Background: an optimization exercise with open tools, aiming at small area, a short achievable clock period and few clock cycles per item. Do not read the settings as production practice. In this exercise RTL edits were held to simulation tests only and were not proved equivalent to the original. No activity file was given, so power comes from the tool's default toggle rates.

**design.v**
```verilog
`timescale 1ns/10ps
`default_nettype none
module add_unit (
  input  logic               clk,
  input  logic               rst_n,
  input  logic               step_a,
  input  logic               step_b,
  input  logic [2:0]         wr_dest,
  input  logic [32-1:0] rd_data,
  output logic [32-1:0] sum,
  output logic               cdb_valid,
  output logic [2:0]         cdb_dest,
  output logic [32-1:0] cdb_data
);
  logic [32-1:0] acc_q;
  assign sum = (step_b ? acc_q : '0) + rd_data;
  always_ff @(posedge clk) begin
    if (step_a || step_b) acc_q <= sum;
  end
  always_ff @(posedge clk) begin
    if (!rst_n) cdb_valid <= 1'b0;
    else cdb_valid <= step_b;
  end
  always_ff @(posedge clk) begin
    if (step_b) cdb_dest <= wr_dest;
  end
  assign cdb_data = acc_q;
endmodule
`default_nettype wire
`timescale 1ns/10ps
`default_nettype none
module reg_file (
  input  logic               clk,
  input  logic               rst_n,
  input  logic               wr_en,
  input  logic [2:0]         wr_dest,
  input  logic [32-1:0] wr_data,
  input  logic [2:0]         rd_idx,
  output logic [32-1:0] rd_data,
  input  logic [2:0]         dbg_sel,
  output logic [32-1:0] dbg_data
);
  logic [32-1:0] regs [1:8-1];
  logic [32-1:0] wd;
  assign rd_data  = (rd_idx == '0) ? '0 : regs[rd_idx];
  assign dbg_data = (dbg_sel == '0) ? '0 : regs[dbg_sel];
  assign wd = rst_n ? wr_data : 32'(1);
  always_ff @(posedge clk) begin
    for (int i = 1; i < 8; i++) begin
      if (!rst_n || (wr_en && wr_dest == 3'(i))) regs[i] <= wd;
    end
  end
endmodule
`default_nettype wire
`timescale 1ns/10ps
`default_nettype none
module issue_ctrl (
  input  logic       clk,
  input  logic       rst_n,
  input  logic       instr_req,
  input  logic [11:0] instr,
  output logic       instr_ack,
  output logic [2:0] rd_idx,
  output logic       step_a,
  output logic       step_b,
  output logic [2:0] wr_dest
);
  localparam logic [2:0] OP_ADDF = 3'b011;
  logic       req_q;
  logic       new_req;
  logic [2:0] b_q;
  assign instr_ack = instr_req;
  assign new_req   = instr_req && !req_q;
  always_ff @(posedge clk) req_q <= instr_req;
  always_ff @(posedge clk) begin
    if (!rst_n) begin
      step_a <= 1'b0;
      step_b <= 1'b0;
    end else begin
      step_a <= new_req && (instr[11:9] == OP_ADDF);
      step_b <= step_a;
    end
  end
  always_ff @(posedge clk) begin
    if (new_req) begin
      rd_idx  <= instr[5:3];
      b_q     <= instr[2:0];
      wr_dest <= instr[8:6];
    end else if (step_a) begin
      rd_idx  <= b_q;
    end
  end
endmodule
`default_nettype wire
`timescale 1ns/10ps
`default_nettype none
module tomasulo_core (
  input  logic               clk,
  input  logic               rst_n,
  input  logic               instr_req,
  input  logic [11:0]        instr,
  output logic               instr_ack,
  output logic               cdb_valid,
  output logic [2:0]         cdb_dest,
  output logic [32-1:0] cdb_data,
  input  logic [2:0]         dbg_sel,
  output logic [32-1:0] dbg_data
);
  logic [2:0]         rd_idx;
  logic [32-1:0] rd_data;
  logic               step_a;
  logic               step_b;
  logic [2:0]         wr_dest;
  logic [32-1:0] sum;
  issue_ctrl issue_ctrl_inst (
    .clk       (clk),
    .rst_n     (rst_n),
    .instr_req (instr_req),
    .instr     (instr),
    .instr_ack (instr_ack),
    .rd_idx    (rd_idx),
    .step_a    (step_a),
    .step_b    (step_b),
    .wr_dest   (wr_dest)
  );
  reg_file reg_file_inst (
    .clk      (clk),
    .rst_n    (rst_n),
    .wr_en    (step_b),
    .wr_dest  (wr_dest),
    .wr_data  (sum),
    .rd_idx   (rd_idx),
    .rd_data  (rd_data),
    .dbg_sel  (dbg_sel),
    .dbg_data (dbg_data)
  );
  add_unit add_unit_inst (
    .clk       (clk),
    .rst_n     (rst_n),
    .step_a    (step_a),
    .step_b    (step_b),
    .wr_dest   (wr_dest),
    .rd_data   (rd_data),
    .sum       (sum),
    .cdb_valid (cdb_valid),
    .cdb_dest  (cdb_dest),
    .cdb_data  (cdb_data)
  );
endmodule
`default_nettype wire
```
**run.sh**
```bash
#!/bin/bash
# synth_recipe.tcl (not shown) runs the flow's synth.tcl, then flattens the netlist and writes it again
# the make line also repeats each setting of config.mk as NAME=value (left out here)
make -C /OpenROAD-flow-scripts/flow DESIGN_CONFIG=/design/flow/config.mk WORK_HOME=/design/flow/orfs CLKGATE_MAP_FILE= SYNTH_SCRIPT=/design/flow/synth_recipe.tcl finish
```
**config.mk**
```make
export PLATFORM = sky130hd
export DESIGN_NAME = tomasulo_core
export DESIGN_NICKNAME = tomasulo_core
export VERILOG_FILES = /design/flow/design.v
export SDC_FILE = /design/flow/constraint.sdc
export NUM_CORES = 4
export LEC_CHECK = 0
export CAP_MARGIN = 20
export CORE_MARGIN = 2
export CORE_UTILIZATION = 40
export SLEW_MARGIN = 20
```
**constraint.sdc**
```tcl
create_clock -name core_clock -period 5.0 [get_ports {clk}]
set_input_delay 1.0000 -clock core_clock [delete_from_list [all_inputs] [get_ports {clk}]]
set_output_delay 1.0000 -clock core_clock [all_outputs]
set_load 0.01 [all_outputs]
```
==> summary.txt <==
==> synthesized netlist by cell type (4+ instances only) <==
cell type and n:
sky130_fd_sc_hd__nand2_1 98, sky130_fd_sc_hd__a22o_1 10, sky130_fd_sc_hd__o21ai_1 5, sky130_fd_sc_hd__mux2i_1 51, sky130_fd_sc_hd__a31oi_1 4, sky130_fd_sc_hd__nand4_1 7, sky130_fd_sc_hd__nor2b_1 6, sky130_fd_sc_hd__a22oi_1 23
sky130_fd_sc_hd__nand2b_1 14, sky130_fd_sc_hd__nand3_1 17, sky130_fd_sc_hd__o21a_1 6, sky130_fd_sc_hd__nor2_1 81, sky130_fd_sc_hd__a21o_1 6, sky130_fd_sc_hd__o22ai_1 28, sky130_fd_sc_hd__buf_2 19, sky130_fd_sc_hd__and2_1 62
sky130_fd_sc_hd__inv_1 20, sky130_fd_sc_hd__a211oi_1 6, sky130_fd_sc_hd__a21boi_0 10, sky130_fd_sc_hd__dfxtp_1 4, sky130_fd_sc_hd__mux4_2 20, sky130_fd_sc_hd__ha_1 31, sky130_fd_sc_hd__nor3_1 13, sky130_fd_sc_hd__xnor2_1 14
sky130_fd_sc_hd__a221oi_1 43, sky130_fd_sc_hd__xor2_1 14, sky130_fd_sc_hd__o21ai_0 49, sky130_fd_sc_hd__mux2_2 28, sky130_fd_sc_hd__a311oi_1 4, sky130_fd_sc_hd__o211ai_1 9, sky130_fd_sc_hd__buf_1 7, sky130_fd_sc_hd__edfxtp_1 268
sky130_fd_sc_hd__a21oi_1 100, sky130_fd_sc_hd__clkbuf_1 46
==> layer usage <==
layer  up-vias  global-route usage, %  share of wire, %
met5         -                      0                 0
met3        73                   4.73               9.8
met4         0                   6.34               2.3
li1       4747                      -                 -
met1      5177                   34.0                43
met2       505                   37.6                45
==> worst max-delay path, delay by kind of cell (launching register included) <==
kind	cells	cell delay, ns
compound gates	4	1.22
fa+ha+maj	2	0.72
xor+xnor	1	0.23
flops	1	0.37
simple gates	4	1.04
buf+inv	2	0.54
==> worst max path at each step <==
stage                                           end                 startpoint  cells after the start
after floorplan           reg_file_inst.regs[1][24]  issue_ctrl_inst.rd_idx[0]                     16
after global placement                 dbg_data[29]                 dbg_sel[1]                      6
after detailed placement               dbg_data[29]                 dbg_sel[1]                      6
after CTS                              dbg_data[29]                 dbg_sel[1]                      6
after global routing      reg_file_inst.regs[2][24]  issue_ctrl_inst.rd_idx[1]                     13
final                     reg_file_inst.regs[2][24]  issue_ctrl_inst.rd_idx[1]                     13
==> where the power goes <==
part	switching (mW)	internal (mW)
Clock	0.904	1.27
Sequential	0.0795	2.70
Combinational	0.518	0.320
==> layout make-up <==
type / count / area share, %
sequential: 272 / 48.3
multi-input combinational: 810 / 34.5
timing repair buffer: 137 / 7.59
clock buffer: 31 / 4.36
tap: 461 / 3.43
clock inverter: 21 / 1.34
inverter: 22 / 0.491
==> state kept, by name, indices dropped and copies added (netlist names) <==
name / cells
issue_ctrl_inst.req_q: 1
reg_file_inst.regs: 224
add_unit_inst.acc_q: 32
issue_ctrl_inst.rd_idx: 3
issue_ctrl_inst.b_q: 3
add_unit_inst.cdb_dest: 3
issue_ctrl_inst.wr_dest: 3
issue_ctrl_inst.step_b: 1
add_unit_inst.cdb_valid: 1
issue_ctrl_inst.step_a: 1
==> per-stage QoR <==
step,std cells,setup slack (ns)
floorplan,1179,1.19
global placement,1702,0.587
detailed placement,1702,0.591
CTS,1754,0.591
global route,1754,0.291
finish,1754,0.647
==> cell families after synthesis <==
family                   synth area share, %
multiplexers                            8.96
buffers and inverters                   2.80
AO/OA/AOI/OAI                           16.2
flip-flops                              57.1
XOR/XNOR                                1.72
AND/OR/NAND/NOR                         10.4
adder cells (fa/ha/maj)                 2.86
==> summary.txt <==
Die:
- The area of the placeable core is 35300 um2.
- Measured along the y axis, the die boundary spans 193 um.
- The initial core utilization is 40.3%.
- The placement row count is 69.
- The width of the chip is 193 um.
- 87 I/O pins were placed.
- The floorplan step defined a die boundary enclosing 37100 um2.

Critical path:
- For this run, the slowest stage of the critical path takes 0.47 ns.
- The startpoint class of the critical path is a flop.
- The category of the worst setup path capture point is a flop.
- The startpoint identified for the worst register-to-register timing path is issue_ctrl_inst.rd_idx[1].
- The critical setup path kind is reg2reg.
- The worst register-to-register path ends at reg_file_inst.regs[2][24].
- Data arrives at the worst endpoint at 4.68 ns.
- The most frequent cell on the critical path is sky130_fd_sc_hd__nor2_1.
- The slowest cell on the critical path is sky130_fd_sc_hd__buf_4.
- The data required time at the worst endpoint is 5.33 ns.
- For flop-to-flop paths, the worst setup slack is 0.65 ns.
- The critical path goes through buf_4 > nor2_1 > a221oi_1 > ha_1 > inv_1 > fa_1 > nor2b_2 > o2111ai_2 > a211oi_2 > nor2_1 > o211ai_2 > xor2_1 > and2_1.
- The largest fanout of any net on the critical path is 42.
- The path depth of the worst reg2reg path is 13.

Drt:
- The post-detailed-route DRC marker count is 0.
- For this block, the initial DRC count from the detailed router was 1210.
- In the final routed layout, each cell accounts on average for 25.3 um.
- The overall via count from detail_route is 10500.
- The number of optimization iterations in the first detailed-route pass is 6.
- The total wirelength of the detailed-routed design is 44300 um.
- The count of nets left with antenna violations once routing finished came out at 0.
- Dividing the detail-routed via count by the number of cells gives 5.99.

Place:
- The cell area reported after detailed placement is 15900 um2.
- At the end of routability-driven placement, the weighted congestion stood at 0.960.
- The number of buffer cells added on primary ports is 86.
- The sum of net half-perimeters after detailed placement is 29800 um.

Cells and area:
- The area growth from synthesis to layout is 18.1%.
- The filler cells instantiated in the layout total 3176.
- The net total in the final layout is 1322.
- The commonest non-fill, non-tap cell in the layout is sky130_fd_sc_hd__edfxtp_1.
- Summing all flip-flop and latch instances after layout gives 8130 um2.
- The post-layout utilization of the core is 47.6%.
- Summing all non-filler instances in the final layout gives an area of 16800 um2.
- The fraction of layout instances using a drive strength above 1 is 13.9%.
- The area taken by multi-input logic gates is 5800 um2.
- 0 antenna diodes ended up in the layout.
- The library cells used most frequently in the layout, excluding fill and tap cells, are sky130_fd_sc_hd__edfxtp_1 (268), sky130_fd_sc_hd__a21oi_1 (100), sky130_fd_sc_hd__nand2_1 (98).

Clock tree:
- After clock tree synthesis, the clock-pin slew on the worst setup and hold paths is 0.06 ns.
- CTS placed an instance of sky130_fd_sc_hd__clkbuf_16 at the clock tree root.
- The number of buffers inserted by hold repair at cts is 0.
- The clock reaches the later pin of the worst-skew pair after 0.56 ns.
- Buffers added to address setup during post-CTS repair amount to 0.
- The number of gates given a new drive strength after cts is 0.
- Counting the buffers created by CTS gives 29.
- The longest clock path from root to sink contains 3 buffers.
- The clock sink count is 272.
- TritonCTS built the clock tree.
- The deepest level of the CTS H-tree is 1.

STA:
- Headroom to the max-slew limit came out at 43.2%.
- Clock skew on the completed layout was measured at 0.0198 ns.
- Adding up every negative setup slack in the final design gives 0 ns.
- The clock period could shrink to 4.35 ns.
- The final count of hold timing violations is 0.
- Setup repair after global routing left no endpoint under its margin.
- The highest clock rate is 230 MHz.
- Across all hold checks on the routed design, the worst slack comes to 0.469 ns.
- The setup violation total in the final timing report is 0.
- The slew at the pin with the worst max-slew slack is 0.852 ns.
- The count of final max-slew check failures is 0.
- The share of the cycle needed by the critical path after routing is 87.1%.

GRT:
- Entering global routing, the biggest net connects 82 pins.
- The number of global-route vias before repair came to 10400.
- The initial antenna violation count is 0.
- The first global-routing pass estimated 66100 um of wire.
- Global routing finished with a remaining overflow of 0.
- For this run, the total global-route usage over all layers was measured as 24.0%.

Yosys:
- The Yosys step of the flow raised 36 warnings.
- The post-synthesis net count is 1229.
- Counting every instance in the synthesized netlist gives 1179.
- The count of flip-flops with a built-in enable after synthesis is 268.
- Among all flip-flop cells after synthesis, the most frequent one is sky130_fd_sc_hd__edfxtp_1.
- The synthesized design devotes to its leading area cell type 56.5% of total area.
- The largest total area in the synthesized netlist belongs to sky130_fd_sc_hd__edfxtp_1.
- Summing every instance area after synthesis gives 14200 um2.
- By area the synthesized netlist is led by sky130_fd_sc_hd__edfxtp_1 (56%), sky130_fd_sc_hd__mux2i_1 (3.6%), sky130_fd_sc_hd__a21oi_1 (3.5%).
- The number of register bits inferred by synthesis is 272.
- The synthesized area per cell is 12.1 um2.
- Of the synthesized area, sequential elements account for 57.1%.
- The netlist uses 70 different library cells.
- The share of flip-flops with an asynchronous set or reset is 0%.

Worst hold path:
- Along the worst hold path, the cell count comes to 1.
- The launch point of the worst hold path is issue_ctrl_inst.step_a.
- The type of the worst min-delay path is reg2reg.
- For hold timing, the worst endpoint is issue_ctrl_inst.step_b.

Pwr:
- In this run the power density over the cells is 344 nW/um2.
- VDD sags by at most 0.268 mV.
- The static power due to leakage is 6.11 nW.
- The power after layout is 5.79 mW.

Flow run:
- The count of maximum capacitance violations is 0.

Status:
- The flow ran to the end and the layout has no timing, DRC or antenna violations.
Testbench counts, summed over its fixed seeds: cycles 6,412, items 3,200.

## re-timing with driven ports
Ports are ideal in the flow. The routed layout listed here was re-timed in OpenROAD.
Step 1 sets driving cells, clkbuf_16 on the clock port and buf_2 on the other inputs (assumed; they add their load-dependent delay and slew).
Step 2 times the ports against the registers' clock, not the clock port: input delays grow and output delays shrink by t, the midpoint of the rising clock arrivals with the driver on.
a / b / c = ideal / step 1 / step 2; a / b = the first two.
shift t [ns]: 0.599
setup WS [ns]: 0.647 / 0.633 / 0.633
worst setup path at the end: input to output
latest minus earliest clock arrival (ns): 0.020 / 0.020
worst data-port slew with drivers (ns): 0.04
After both steps setup and hold are still met in this run. The setup slack of this run moves by -0.014 ns with the drivers and by -0.014 ns with both steps.
